This design comes from an exercise in tuning for small area and a short achievable clock period on the open sky130 flow, not from production work.
In this exercise RTL edits were held to simulation tests only and were not proved equivalent to the original.
Power and IR drop assume default switching activity.

==> onyx: inputs <==
==> flow/design.v <==
module param_router #(
  parameter int N_IN      = 17,
  parameter int N_OUT     = 3,
  parameter int DATA_W    = 16,
  parameter int DEPTH     = 4,
  parameter int PARITY_EN = 1
) (
  input  logic                    clk,
  input  logic                    reset,
  input  logic [N_IN*DATA_W-1:0]  in_data,
  input  logic [N_IN-1:0]         in_valid,
  output logic [N_IN-1:0]         in_ready,
  output logic [N_OUT*DATA_W-1:0] out_data,
  output logic [N_OUT-1:0]        out_valid,
  input  logic [N_OUT-1:0]        out_ready,
  output logic [N_IN-1:0]         fifo_full,
  output logic [15:0]             drop_count
);
  localparam int IW = 5;
  localparam int SW = DATA_W - 1;    
  logic [SW-1:0]   mem    [N_IN][4];
  logic [1:0]      rd_ptr [N_IN];
  logic [1:0]      wr_ptr [N_IN];
  logic [N_IN-1:0] full;
  logic [1:0]      hcode  [N_IN];
  logic [N_IN-1:0] push, pop, drop;
  logic [SW-1:0]   head   [N_IN];
  logic [N_IN-1:0] req    [N_OUT];
  logic [N_IN-1:0] gnt    [N_OUT];
  logic [N_OUT-1:0] gnt_valid, load_en;
  logic [IW-1:0]   gnt_idx    [N_OUT];
  logic [IW-1:0]   last_grant [N_OUT];
  logic [SW-1:0]   slot       [N_OUT];
  logic [16:0]     t17, t_reg;
  logic [4:0]      dc_lo;
  logic [4:0]      dc_pl [18];
  logic [17:0]     dc_cl;
  logic [10:0]     dc_a0, dc_a1, dc_u;
  logic            dc_cy, dc_sat, dc_ones, dc_now;
  always_comb begin
    logic [DATA_W-1:0] word;
    logic bad;
    for (int i = 0; i < N_IN; i++) begin
      word         = in_data[i*DATA_W +: DATA_W];
      bad          = (&word[15:14]) | (^word);
      fifo_full[i] = full[i];
      in_ready[i]  = ~full[i];
      push[i]      = in_valid[i] & ~full[i] & ~bad;
      drop[i]      = in_valid[i] & ~full[i] & bad;
      head[i]      = mem[i][rd_ptr[i]];
    end
  end
  function automatic logic [15:0] tmerge(input logic [7:0] a, input logic [7:0] b,
                                         input int na, input int nb);
    logic [15:0] r;
    int y;
    r = '0;
    for (int k = 1; k <= na + nb; k++) begin
      for (int x = 0; x <= na; x++) begin
        y = k - x;
        if (y >= 0 && y <= nb)
          r[k-1] = r[k-1] | ((x == 0 ? 1'b1 : a[x-1]) & (y == 0 ? 1'b1 : b[y-1]));
      end
    end
    tmerge = r;
  endfunction
  always_comb begin
    logic [1:0]  t2 [8];
    logic [3:0]  t4 [4];
    logic [7:0]  t8 [2];
    logic [15:0] r, t16;
    for (int g = 0; g < 8; g++) begin
      r = tmerge({7'b0, drop[2*g]}, {7'b0, drop[2*g+1]}, 1, 1);
      t2[g] = r[1:0];
    end
    for (int g = 0; g < 4; g++) begin
      r = tmerge({6'b0, t2[2*g]}, {6'b0, t2[2*g+1]}, 2, 2);
      t4[g] = r[3:0];
    end
    for (int g = 0; g < 2; g++) begin
      r = tmerge({4'b0, t4[2*g]}, {4'b0, t4[2*g+1]}, 4, 4);
      t8[g] = r[7:0];
    end
    t16 = tmerge(t8[0], t8[1], 8, 8);
    t17[0] = t16[0] | drop[16];
    for (int k = 1; k < 16; k++) t17[k] = t16[k] | (t16[k-1] & drop[16]);
    t17[16] = t16[15] & drop[16];
  end
  always_comb begin
    logic oh;
    dc_lo = '0;
    dc_cy = 1'b0;
    for (int k = 0; k <= 17; k++) begin
      oh = (k == 0 ? 1'b1 : t_reg[k-1]) & (k == 17 ? 1'b1 : !t_reg[k]);
      if (oh) begin
        dc_lo = dc_lo | dc_pl[k];
        dc_cy = dc_cy | dc_cl[k];
      end
    end
  end
  assign dc_u       = dc_cy ? dc_a1 : dc_a0;
  assign dc_now     = dc_sat | (dc_cy & dc_ones);
  assign drop_count = {dc_u, dc_lo};
  always_ff @(posedge clk or negedge reset) begin
    if (!reset) dc_pl[0] <= '0;
    else        dc_pl[0] <= dc_lo | {5{dc_now}};
  end
  always_ff @(posedge clk) begin
    logic [5:0] s;
    for (int k = 1; k <= 17; k++) begin
      s = {1'b0, dc_lo} + 6'(k);
      dc_pl[k] <= s[4:0] | {5{dc_now | (s[5] & (&dc_u))}};
      dc_cl[k] <= s[5];
    end
  end
  assign dc_cl[0] = 1'b0;
  always_comb begin
    logic [N_IN-1:0] mask, rh, pre_h, pre_a;
    logic [1:0] hd;
    logic any_h;
    for (int o = 0; o < N_OUT; o++) begin
      load_en[o] = ~out_valid[o] | out_ready[o];
      for (int i = 0; i < N_IN; i++) begin
        hd        = ~hcode[i];
        req[o][i] = (hd == 2'(o));
        mask[i]   = (IW'(i) > last_grant[o]);
      end
      rh    = req[o] & mask;
      any_h = |rh;
      pre_h = rh << 1;
      pre_a = req[o] << 1;
      for (int d = 1; d < N_IN; d = d * 2) begin
        pre_h = pre_h | (pre_h << d);
        pre_a = pre_a | (pre_a << d);
      end
      gnt[o]       = any_h ? (rh & ~pre_h) : (req[o] & ~pre_a);
      gnt_valid[o] = |req[o];
      gnt_idx[o]   = '0;
      for (int i = 0; i < N_IN; i++) begin
        if (gnt[o][i]) gnt_idx[o] = gnt_idx[o] | IW'(i);
      end
    end
  end
  always_comb begin
    pop = '0;
    for (int o = 0; o < N_OUT; o++) begin
      pop = pop | (gnt[o] & {N_IN{load_en[o]}});
    end
  end
  function automatic logic [1:0] ginc(input logic [1:0] g);
    ginc = {g[0], ~g[1]};
  endfunction
  always_ff @(posedge clk) begin
    for (int i = 0; i < N_IN; i++) begin
      for (int k = 0; k < 4; k++) begin
        if (!full[i] && (wr_ptr[i] == 2'(k)))
          mem[i][k] <= in_data[i*DATA_W + 1 +: SW];
      end
    end
  end
  always_ff @(posedge clk or negedge reset) begin
    logic [1:0] pin, nxt;
    logic       one;
    if (!reset) begin
      for (int i = 0; i < N_IN; i++) begin
        rd_ptr[i] <= '0;
        wr_ptr[i] <= '0;
        full[i]   <= 1'b0;
        hcode[i]  <= 2'b00;
      end
    end else begin
      for (int i = 0; i < N_IN; i++) begin
        if (pop[i])  rd_ptr[i] <= ginc(rd_ptr[i]);
        if (push[i]) wr_ptr[i] <= ginc(wr_ptr[i]);
        if (full[i])
          full[i] <= ~pop[i];
        else
          full[i] <= push[i] & ~pop[i] & (ginc(wr_ptr[i]) == rd_ptr[i]);
        pin = push[i] ? ~in_data[i*DATA_W + 14 +: 2] : 2'b00;
        nxt = ~mem[i][ginc(rd_ptr[i])][SW-1 -: 2];
        one = ~full[i] & (wr_ptr[i] == ginc(rd_ptr[i]));
        if (pop[i])
          hcode[i] <= one ? pin : nxt;
        else if (hcode[i] == 2'b00)
          hcode[i] <= pin;
      end
    end
  end
  always_comb begin
    for (int o = 0; o < N_OUT; o++) begin
      out_data[o*DATA_W +: DATA_W] = {slot[o], ^slot[o]};
    end
  end
  always_ff @(posedge clk) begin
    logic [SW-1:0] d;
    dc_a1 <= (dc_u + 11'd1) | {11{dc_now | (&dc_u)}};
    for (int o = 0; o < N_OUT; o++) begin
      if (load_en[o]) begin
        d = '0;
        for (int i = 0; i < N_IN; i++) d = d | (head[i] & {SW{gnt[o][i]}});
        slot[o] <= d;
      end
    end
  end
  always_ff @(posedge clk or negedge reset) begin
    if (!reset) begin
      out_valid <= '0;
      t_reg     <= '0;
      dc_a0     <= '0;
      dc_sat    <= 1'b0;
      dc_ones   <= 1'b0;
      for (int o = 0; o < N_OUT; o++) last_grant[o] <= IW'(N_IN - 1);
    end else begin
      t_reg   <= t17;
      dc_a0   <= dc_u | {11{dc_now}};
      dc_sat  <= dc_now;
      dc_ones <= &dc_u;
      for (int o = 0; o < N_OUT; o++) begin
        if (load_en[o]) begin
          out_valid[o] <= gnt_valid[o];
          if (gnt_valid[o]) last_grant[o] <= gnt_idx[o];
        end
      end
    end
  end
endmodule
==> flow/flow/run.sh <==
#!/bin/bash
# Standard ORFS layout (the standard.sh, standard synthesis unchanged) with
# a tighter setup repair target and single-drive port buffers.
# ORFS writes each step's full log under orfs/logs/; make's own output goes to
# flow_make.log in the work folder.
set -euo pipefail
MARGIN=${MARGIN:-6.4}
bash standard.sh \
  SETUP_SLACK_MARGIN=$MARGIN \
  "BUFFER_PORTS_ARGS=-buffer_cell sky130_fd_sc_hd__buf_1" \
  finish > flow_make.log 2>&1
==> flow/standard.sh <==
#!/bin/bash
# synth_recipe.tcl (not shown) runs the flow's synth.tcl, then flattens the netlist and writes it again
# the make line also repeats each setting of config.mk as NAME=value (left out here)
make -C /OpenROAD-flow-scripts/flow DESIGN_CONFIG=/design/flow/config.mk WORK_HOME=/design/flow/orfs CLKGATE_MAP_FILE= SYNTH_SCRIPT=/design/flow/synth_recipe.tcl "${@:-finish}"
==> flow/config.mk <==
export PLATFORM = sky130hd
export DESIGN_NAME = param_router
export DESIGN_NICKNAME = param_router
export VERILOG_FILES = /design/flow/design.v
export SDC_FILE = /design/flow/constraint.sdc
export NUM_CORES = 4
export LEC_CHECK = 0
export CAP_MARGIN = 20
export CORE_MARGIN = 2
export CORE_UTILIZATION = 40
export CTS_CLUSTER_DIAMETER = 70
export CTS_CLUSTER_SIZE = 20
export SLEW_MARGIN = 20
==> flow/constraint.sdc <==
create_clock -name core_clock -period 11.0 [get_ports {clk}]
set_input_delay 2.2000 -clock core_clock [delete_from_list [all_inputs] [get_ports {clk}]]
set_output_delay 2.2000 -clock core_clock [all_outputs]
set_load 0.01 [all_outputs]
==> garnet: changes against onyx <==
--- a/flow/design.v
+++ b/flow/design.v
@@ -35,5 +35,5 @@
   logic [4:0]      dc_lo;
   logic [4:0]      dc_pl [18];
-  logic [17:0]     dc_cl;
+  logic [17:1]     dc_fk;
   logic [10:0]     dc_a0, dc_a1, dc_u;
   logic            dc_cy, dc_sat, dc_ones, dc_now;
@@ -43,5 +43,5 @@
     for (int i = 0; i < N_IN; i++) begin
       word         = in_data[i*DATA_W +: DATA_W];
-      bad          = (&word[15:14]) | (^word);
+      bad          = (&word[15:14]) | (^{word[15], word[13], word[14], word[12:0]});
       fifo_full[i] = full[i];
       in_ready[i]  = ~full[i];
@@ -93,9 +93,7 @@
     for (int k = 0; k <= 17; k++) begin
       oh = (k == 0 ? 1'b1 : t_reg[k-1]) & (k == 17 ? 1'b1 : !t_reg[k]);
-      if (oh) begin
-        dc_lo = dc_lo | dc_pl[k];
-        dc_cy = dc_cy | dc_cl[k];
-      end
-    end
+      if (oh) dc_lo = dc_lo | dc_pl[k];
+    end
+    for (int k = 1; k <= 17; k++) dc_cy = dc_cy | (dc_fk[k] & t_reg[k-1]);
   end
   assign dc_u       = dc_cy ? dc_a1 : dc_a0;
@@ -111,8 +109,7 @@
       s = {1'b0, dc_lo} + 6'(k);
       dc_pl[k] <= s[4:0] | {5{dc_now | (s[5] & (&dc_u))}};
-      dc_cl[k] <= s[5];
-    end
-  end
-  assign dc_cl[0] = 1'b0;
+      dc_fk[k] <= (dc_lo == 5'(32 - k));
+    end
+  end
   always_comb begin
     logic [N_IN-1:0] mask, rh, pre_h, pre_a;
--- a/flow/flow/run.sh
+++ b/flow/flow/run.sh
@@ -5,5 +5,5 @@
 # flow_make.log in the work folder.
 set -euo pipefail
-MARGIN=${MARGIN:-6.4}
+MARGIN=${MARGIN:-6.5}
 bash standard.sh \
   SETUP_SLACK_MARGIN=$MARGIN \
==> metrics.md <==
| Metric | Value |
|---|---|
| Seq area share | roughly 53% |
| Nets | 5,028 |
| Hold_sp | dc_a0[9] |
| Clk tree area frac | 4.49% |
| Clock Power | 0.00379 W |
| Status | timing/DRC/antenna clean |
-- figures above: garnet

==> metrics.md <==
| Metric | Value |
|---|---|
| Nets | between 5,000 and 6,000 |
| Hold_sp | wr_ptr[11][0] |
| Mapped Nets | about 4,400 |
| Worst Max-Slew Pin Slew | roughly 1200 ps |
| Clock Power | about 0.0037 W |
| Slew Limit Fails | 0 |
| Seq area share | a little over half |
| Status | timing/DRC/antenna clean |
-- figures above: onyx

afterwards: timing with drivers on the ports:
The results above use ideal ports. As a check the final layouts listed here were re-extracted and re-timed, cells and wires unchanged. Step 1 sets driving cells, clkbuf_16 on the clock port and buf_2 on the other inputs (assumed; they add their load-dependent delay and slew). Step 2, shift: input delay + t, output delay - t, t = (earliest + latest rising clock arrival at the registers) / 2. This alone moves slack from input paths to output paths. Three values: no drivers, after step 1, after step 2; two values: the first two.
run	shift t [ns]	setup WS [ns]	clock arrival spread, ns
onyx	0.835	6.188 / 6.099 / 5.574	0.057 / 0.056
garnet	0.822	6.233 / 6.147 / 5.554	0.065 / 0.064
After both steps setup and hold are still met in every run listed. For garnet, which loses most, drivers alone change the setup slack by -0.086 ns; drivers and shift together by -0.679 ns.
